Source: an optimization exercise on an open RTL-to-GDS flow (aim: small area). Production flows keep margins and buffers that such runs may drop.
For this run, only the layout was checked, not whether the RTL still works.
No activity file was given, so power comes from the tool's default toggle rates.

**flow/design.v**
```verilog
module sccb_target #(
  parameter logic [7:0] DEV_ADDR = 8'h60
) (
  input  logic       clk,
  input  logic       reset,
  input  logic       scl,
  input  logic       sda_in,
  output logic       sda,
  output logic       sda_oe,
  output logic       wr_stb,
  output logic [7:0] wr_addr,
  output logic [7:0] wr_data,
  output logic       busy
);
  typedef enum logic [3:0] {
    IDLE, DEV, DEV_ACK, SUB, SUB_ACK, WDAT, WDAT_ACK, RDAT, RD_ACK, IGNORE
  } state_t;
  logic       scl_s1, scl_s2, scl_h;
  logic       sda_s1, sda_s2, sda_h;
  logic       scl_rise, scl_fall, bus_start, bus_stop;
  state_t     state, state_n;
  logic [3:0] bit_cnt, bit_cnt_n;
  logic [7:0] shift, shift_n;
  logic [7:0] ptr, ptr_n;
  logic [7:0] wr_addr_n, wr_data_n;
  logic       rw, rw_n;
  logic       sda_oe_n, busy_n, wr_stb_n;
  logic       reg_we;
  logic [7:0] rx_byte, rd_byte;
  logic [7:0] regs [256];
  assign sda = 1'b0;
  assign rx_byte = {shift[6:0], sda_h};
  assign rd_byte = regs[ptr];
  always_ff @(posedge clk or posedge reset) begin
    if (reset) begin
      scl_s1    <= 1'b1;
      scl_s2    <= 1'b1;
      scl_h     <= 1'b1;
      sda_s1    <= 1'b1;
      sda_s2    <= 1'b1;
      sda_h     <= 1'b1;
      scl_rise  <= 1'b0;
      scl_fall  <= 1'b0;
      bus_start <= 1'b0;
      bus_stop  <= 1'b0;
    end else begin
      scl_s1    <= scl;
      scl_s2    <= scl_s1;
      scl_h     <= scl_s2;
      sda_s1    <= sda_in;
      sda_s2    <= sda_s1;
      sda_h     <= sda_s2;
      scl_rise  <= scl_s2 & ~scl_h;
      scl_fall  <= ~scl_s2 & scl_h;
      bus_start <= scl_s2 & scl_h & sda_h & ~sda_s2;
      bus_stop  <= scl_s2 & scl_h & ~sda_h & sda_s2;
    end
  end
  always_ff @(posedge clk or posedge reset) begin
    if (reset) begin
      state   <= IDLE;
      bit_cnt <= 4'd0;
      shift   <= 8'h00;
      ptr     <= 8'h00;
      rw      <= 1'b0;
      sda_oe  <= 1'b0;
      busy    <= 1'b0;
      wr_stb  <= 1'b0;
      wr_addr <= 8'h00;
      wr_data <= 8'h00;
    end else begin
      state   <= state_n;
      bit_cnt <= bit_cnt_n;
      shift   <= shift_n;
      ptr     <= ptr_n;
      rw      <= rw_n;
      sda_oe  <= sda_oe_n;
      busy    <= busy_n;
      wr_stb  <= wr_stb_n;
      wr_addr <= wr_addr_n;
      wr_data <= wr_data_n;
    end
  end
  always_ff @(posedge clk) begin
    if (reg_we) regs[ptr] <= wr_data_n;
  end
  always_comb begin
    state_n   = state;
    bit_cnt_n = bit_cnt;
    shift_n   = shift;
    ptr_n     = ptr;
    rw_n      = rw;
    sda_oe_n  = sda_oe;
    busy_n    = busy;
    wr_stb_n  = 1'b0;
    wr_addr_n = wr_addr;
    wr_data_n = wr_data;
    reg_we    = 1'b0;
    if (bus_start) begin
      state_n   = DEV;
      bit_cnt_n = 4'd0;
      sda_oe_n  = 1'b0;
    end else if (bus_stop) begin
      state_n  = IDLE;
      sda_oe_n = 1'b0;
      busy_n   = 1'b0;
    end else begin
      case (state)
        DEV: if (scl_rise) begin
          shift_n   = rx_byte;
          bit_cnt_n = bit_cnt + 4'd1;
          if (bit_cnt == 4'd7) begin
            bit_cnt_n = 4'd0;
            if (rx_byte[7:1] == DEV_ADDR[7:1]) begin
              state_n = DEV_ACK;
              busy_n  = 1'b1;
              rw_n    = rx_byte[0];
            end else begin
              state_n = IGNORE;
            end
          end
        end
        DEV_ACK: if (scl_fall) begin
          if (!sda_oe) begin
            sda_oe_n = 1'b1;
          end else if (rw) begin
            state_n   = RDAT;
            shift_n   = {rd_byte[6:0], 1'b0};
            sda_oe_n  = ~rd_byte[7];
            bit_cnt_n = 4'd1;
          end else begin
            state_n   = SUB;
            sda_oe_n  = 1'b0;
            bit_cnt_n = 4'd0;
          end
        end
        SUB: if (scl_rise) begin
          shift_n   = rx_byte;
          bit_cnt_n = bit_cnt + 4'd1;
          if (bit_cnt == 4'd7) begin
            bit_cnt_n = 4'd0;
            ptr_n     = rx_byte;
            state_n   = SUB_ACK;
          end
        end
        SUB_ACK, WDAT_ACK: if (scl_fall) begin
          if (!sda_oe) begin
            sda_oe_n = 1'b1;
          end else begin
            state_n   = WDAT;
            sda_oe_n  = 1'b0;
            bit_cnt_n = 4'd0;
          end
        end
        WDAT: if (scl_rise) begin
          shift_n   = rx_byte;
          bit_cnt_n = bit_cnt + 4'd1;
          if (bit_cnt == 4'd7) begin
            bit_cnt_n = 4'd0;
            reg_we    = 1'b1;
            wr_stb_n  = 1'b1;
            wr_addr_n = ptr;
            wr_data_n = rx_byte;
            state_n   = WDAT_ACK;
            ptr_n     = ptr + 8'd1;
          end
        end
        RDAT: if (scl_fall) begin
          if (bit_cnt == 4'd8) begin
            sda_oe_n = 1'b0;
            state_n  = RD_ACK;
          end else begin
            sda_oe_n  = ~shift[7];
            shift_n   = {shift[6:0], 1'b0};
            bit_cnt_n = bit_cnt + 4'd1;
          end
        end
        RD_ACK: if (scl_rise) begin
          if (!sda_h) begin
            state_n   = RDAT;
            bit_cnt_n = 4'd0;
            ptr_n     = ptr + 8'd1;
            shift_n   = regs[ptr_n];
          end else begin
            state_n = IGNORE;
          end
        end
        IDLE, IGNORE: sda_oe_n = 1'b0;
        default: begin
          state_n  = IDLE;
          sda_oe_n = 1'b0;
        end
      endcase
    end
  end
endmodule
```
**flow/run.sh**
```bash
#!/bin/bash
# synth_recipe.tcl (not shown) runs the flow's synth.tcl, then flattens the netlist and writes it again
# the make line also repeats each setting of config.mk as NAME=value (left out here)
make -C /OpenROAD-flow-scripts/flow DESIGN_CONFIG=/design/flow/config.mk WORK_HOME=/design/flow/orfs CLKGATE_MAP_FILE= SYNTH_SCRIPT=/design/flow/synth_recipe.tcl finish
```
**flow/config.mk**
```make
export PLATFORM = sky130hd
export DESIGN_NAME = sccb_target
export DESIGN_NICKNAME = sccb_target
export VERILOG_FILES = /design/flow/design.v
export SDC_FILE = /design/flow/constraint.sdc
export NUM_CORES = 4
export LEC_CHECK = 0
export CAP_MARGIN = 20
export CORE_MARGIN = 2
export CORE_UTILIZATION = 45
export PLACE_DENSITY = 0.6
export SLEW_MARGIN = 20
```
**flow/constraint.sdc**
```tcl
create_clock -name core_clock -period 10.0 [get_ports {clk}]
set_input_delay 2.0000 -clock core_clock [delete_from_list [all_inputs] [get_ports {clk}]]
set_output_delay 2.0000 -clock core_clock [all_outputs]
set_load 0.01 [all_outputs]
```
==> run summary <==
## sequential cells by signal (all words and copies together), names as in the netlist, 4 cells and up
signal	count
wr_data	8
shift	8
bit_cnt	4
regs	2048
ptr	8
wr_addr	8
state	4
## final cells by class
cell class	instances	area (sq um)	share of cell area, %
tap	2958	3701	3.352
sequential	2102	62880	56.94
clock inverter	127	1469	1.330
multi-input combinational	2926	34630	31.36
clock buffer	287	5879	5.325
timing repair buffer	196	1773	1.606
inverter	16	65.06	0.05892
antenna	10	25.02	0.02266
## power by group through the flow
stage | clock, mW | combinational (mW) | sequential, mW
2_1_floorplan | 0 | 6.70 | 9.78
3_3_place_gp | 0 | 10.2 | 10.0
3_5_place_dp | 0 | 10.2 | 10.0
4_1_cts | 8.49 | 10.2 | 9.82
5_1_grt | 8.83 | 10.5 | 9.83
6_report | 8.44 | 10.3 | 9.84
## layout by cell type, fill, tap and decap left out, types with 12 or more instances in the layout
master,synthesis,routed
sky130_fd_sc_hd__and3_1,34,34
sky130_fd_sc_hd__nor3_1,28,27
sky130_fd_sc_hd__mux2i_1,100,99
sky130_fd_sc_hd__a22oi_1,93,93
sky130_fd_sc_hd__a311oi_1,38,35
sky130_fd_sc_hd__nand3_1,214,198
sky130_fd_sc_hd__nand4_1,48,48
sky130_fd_sc_hd__nor2b_1,15,13
sky130_fd_sc_hd__mux4_2,1052,1052
sky130_fd_sc_hd__bufinv_16,0,26
sky130_fd_sc_hd__buf_12,2,15
sky130_fd_sc_hd__nand2_1,540,539
sky130_fd_sc_hd__o22ai_1,14,14
sky130_fd_sc_hd__clkdlybuf4s50_1,0,22
sky130_fd_sc_hd__o2111ai_1,18,18
sky130_fd_sc_hd__a21oi_1,78,78
sky130_fd_sc_hd__buf_4,129,153
sky130_fd_sc_hd__nor2_2,0,13
sky130_fd_sc_hd__clkinv_1,0,36
sky130_fd_sc_hd__a221oi_1,21,21
sky130_fd_sc_hd__a31oi_1,26,26
sky130_fd_sc_hd__inv_1,14,13
sky130_fd_sc_hd__nand3_2,0,12
sky130_fd_sc_hd__nor2_1,327,309
sky130_fd_sc_hd__o21ai_0,50,49
sky130_fd_sc_hd__mux2_2,23,15
sky130_fd_sc_hd__clkinv_2,0,46
sky130_fd_sc_hd__dfrtp_1,48,40
sky130_fd_sc_hd__edfxtp_1,2048,2048
sky130_fd_sc_hd__clkbuf_1,139,57
sky130_fd_sc_hd__clkbuf_16,0,222
## stage by stage
stage	total power, mW	cells	utilization [%]	instance area (sq um)
finish	28.63	8622	50.20	110400
global route	29.17	8616	50.20	110400
CTS	28.48	8610	50.16	110300
detailed placement	20.17	8196	46.82	103000
global placement	20.16	8194	46.78	102900
floorplan	16.48	5502	-	99680
## worst register-to-register path, stage by stage (launching register included)
cell and delay (ns):
sky130_fd_sc_hd__dfrtp_4 0.73, sky130_fd_sc_hd__buf_4 0.76, sky130_fd_sc_hd__buf_4 0.81, sky130_fd_sc_hd__buf_4 0.82
sky130_fd_sc_hd__mux4_2 0.49, sky130_fd_sc_hd__mux4_2 0.47, sky130_fd_sc_hd__mux2i_1 0.38, sky130_fd_sc_hd__nor3_1 0.13
sky130_fd_sc_hd__a2111oi_1 0.72, sky130_fd_sc_hd__nor2_1 0.11, sky130_fd_sc_hd__a31oi_1 0.21, sky130_fd_sc_hd__nand3_1 0.10
## final timing paths
check	start	end	slack, ns	cells after the start
max reg2reg	ptr[1]	shift[5]	4.14	11
max	ptr[1]	shift[5]	4.14	11
min in group asynchronous	reset	wr_addr[3]	1.70	3
min reg2reg	scl_s1	scl_s2	0.36	0
max in group asynchronous	reset	ptr[2]	7.49	3
min	scl_s1	scl_s2	0.36	0
## routing by layer
layer | global-route usage, % | share of wire [%] | wire length (um) | up-vias
met4 | 17.58 | 6.8 | 24330 | 16
met3 | 9.420 | 12 | 44010 | 932
met5 | 0 | 0.026 | 94 | -
met2 | 46.92 | 44 | 159700 | 4348
li1 | - | - | - | 23040
met1 | 42.97 | 37 | 132000 | 32590
## cells by family after synthesis
| logic type | synth area share (%) |
|---|---|
| AND/OR/NAND/NOR | 5.701 |
| AO/OA/AOI/OAI | 3.215 |
| buffers and inverters | 2.748 |
| other | 0.003762 |
| flip-flops | 63.06 |
| adder cells (fa/ha/maj) | 0.07531 |
| multiplexers | 25.09 |
| XOR/XNOR | 0.1130 |
==> flow_summary.rst <==
.. list-table::
   :header-rows: 1

   * - Metric
     - Value
   * - Final setup skew
     - 0.04263 ns
   * - Run status
     - timing/DRC/antenna clean
   * - Crit Path Max Fanout
     - 46
   * - CP most frequent cell
     - sky130_fd_sc_hd__buf_4
   * - Flip-flop and latch count after synthesis
     - 2102
   * - DR vias/cell
     - 7.066
   * - Classification of the worst-slack hold path
     - reg2reg
   * - Slew Limit Headroom
     - 11.39%
   * - Endpoint required time on the critical path
     - 10.73 ns
   * - Die area
     - 225300 sq um
   * - I/O pins
     - 24
   * - Flip-flop cell with the highest count after synthesis
     - sky130_fd_sc_hd__edfxtp_1
   * - Ratio of final minimum period to clock period
     - 58.56%
   * - Quantity of I/O buffers inserted on ports
     - 22
   * - Sw power
     - 11.14 mW
   * - Final setup vio count
     - 0
   * - DRC
     - 0
   * - Switching part of the total
     - 38.90%
   * - Tightest Pin Transition
     - 1.324 ns
   * - Number of hold buffers added after CTS
     - 0
   * - Maximum capacitance violations
     - 0
   * - Initial antenna violation count
     - 23
   * - Number of library cell types mapped by synthesis
     - 84
   * - First-pass detailed-route iteration total
     - 6
   * - Largest voltage drop on the vdd net
     - 0.0003265 V
   * - Critical Path, Cell by Cell
     - buf_4 > buf_4 > buf_4 > mux4_2 > mux4_2 > mux2i_1 > nor3_1 > a2111oi_1 > nor2_1 > a31oi_1 > nand3_1
   * - Int Pwr
     - 17.49 mW
   * - Post-synth top area cell
     - sky130_fd_sc_hd__edfxtp_1
   * - Part of the Yosys area used for sequential elements
     - 63.06%
   * - Area overhead of the layout relative to synthesis
     - 10.77%
   * - Number of global-route vias before repair
     - 58980
   * - Detailed-route via count
     - 60920
   * - Fraction of final layout cells with drive strength greater than 1
     - 29.47%
   * - Die Span X
     - 474.7 um
   * - Number of buffers between clock root and the deepest sink
     - 3
   * - Max Slew Vio Count
     - 0
   * - Clock-pin slew on the worst setup and hold paths
     - 0.06 ns
   * - Number of fillers in the final layout
     - 17860
   * - Synth top area share
     - 61.70%
   * - Startpoint type of the worst setup path
     - register
   * - FP Rows
     - 172
   * - Antenna-violating nets left
     - 0
   * - Wirelength per Cell
     - 41.77 um
   * - GPL Wtd Cong
     - 0.9965
   * - Number of hold violations in the final report
     - 0
   * - H-tree depth
     - 4
   * - Count of routing violations after the opening detailed-route iteration
     - 10200
   * - CTS tree
     - done
   * - Initial Util
     - 45.32%
   * - Synth Cell Area
     - 99680 sq um
   * - Setup WS post-layout
     - 4.144 ns
   * - Leakage
     - 38.91 nW
   * - Post-detailed-routing wire length
     - 360100 um
   * - Clock tree root buffer cell
     - sky130_fd_sc_hd__clkbuf_16
   * - Leading cell types by count after synthesis
     - 2048 x sky130_fd_sc_hd__edfxtp_1, 1052 x sky130_fd_sc_hd__mux4_2, 540 x sky130_fd_sc_hd__nand2_1
   * - Kind of end point of the critical path
     - register
   * - Placed wire-length estimate after detailed placement
     - 234500 um
   * - Maximum number of pins on one net before global-route repair
     - 153
   * - CP delay by family, top
     - buffers and inverters
   * - Clock net sink count
     - 2102
   * - Core region area
     - 219900 sq um
   * - Total Nets Final
     - 5472
   * - Longest individual stage delay on the worst path
     - 0.79 ns
   * - Worst slack at placement
     - 4.185 ns
   * - Buffers inserted by post-CTS timing repair
     - 0
   * - Number of enable-type register cells in the synthesized netlist
     - 2048
   * - Global-route wire length before repair
     - 494500 um
   * - Post-route worst hold slack
     - 0.3585 ns
   * - Global route overflow
     - 0
   * - Final-layout setup total negative slack
     - 0 ns
   * - Gate Count Post-Synth
     - 5502
   * - Unrepaired setup endpoints after global routing
     - false
   * - Worst EP arrival
     - 6.59 ns
   * - Crit path time final
     - 5.856 ns
   * - Mapped Avg Cell Area
     - 18.12 sq um
   * - Type of the setup path with the least slack
     - reg2reg
   * - Number of buffer and inverter instances along the worst setup path
     - 3
   * - Count of cells resized by post-cts repair
     - 0
   * - TritonCTS Buffers
     - 220
   * - Timing-limited maximum frequency
     - 170.8 MHz
   * - Slowest cell on crit path
     - sky130_fd_sc_hd__buf_4
   * - Cells taking the most area after synthesis
     - sky130_fd_sc_hd__edfxtp_1 62%, sky130_fd_sc_hd__mux4_2 24%, sky130_fd_sc_hd__nand2_1 2.0%
   * - Power density normalized to cell area
     - 259.3 nW/um^2
   * - Clock power frac
     - 29.5%
   * - Post-synth net total
     - 5512
   * - Flop pwr share
     - 34.4%
   * - Die span in y
     - 474.7 um
   * - Share of flip-flops with an asynchronous set or reset
     - 2.569%
   * - Yosys Warn Count
     - 1
   * - Cell with the most instances after synthesis
     - sky130_fd_sc_hd__edfxtp_1
   * - Worst-Skew Late Latency
     - 0.88 ns
   * - Combinational fraction of design power
     - 36.1%
   * - GR Util All Layers
     - 31.97%

[what the ideal ports hide]
The flow's constraints put no driver on any port. The routed layout listed below was extracted and timed again, unchanged, in two steps.
Step 1 (the two cells are an assumption about what drives the block):
set clk [get_ports {clk}]
set_driving_cell -lib_cell sky130_fd_sc_hd__clkbuf_16 $clk
set_driving_cell -lib_cell sky130_fd_sc_hd__buf_2 [delete_from_list [all_inputs] $clk]
Step 2 also shifts input and output timing later by t, the mid clock arrival at the registers, as if the neighbouring blocks saw the same clock.
a / b / c = no drivers / after step 1 / after step 2; a / b = the first two.
shift t [ns]: 0.953
setup slack, ns: 4.144 / 4.144 / 4.144
worst setup path after step 2: register to register
clock arrival spread, ns: 0.054 / 0.054
After both steps this run still meets setup and hold. For this run, drivers alone change the setup slack by 0.000 ns; drivers and shift together by 0.000 ns.
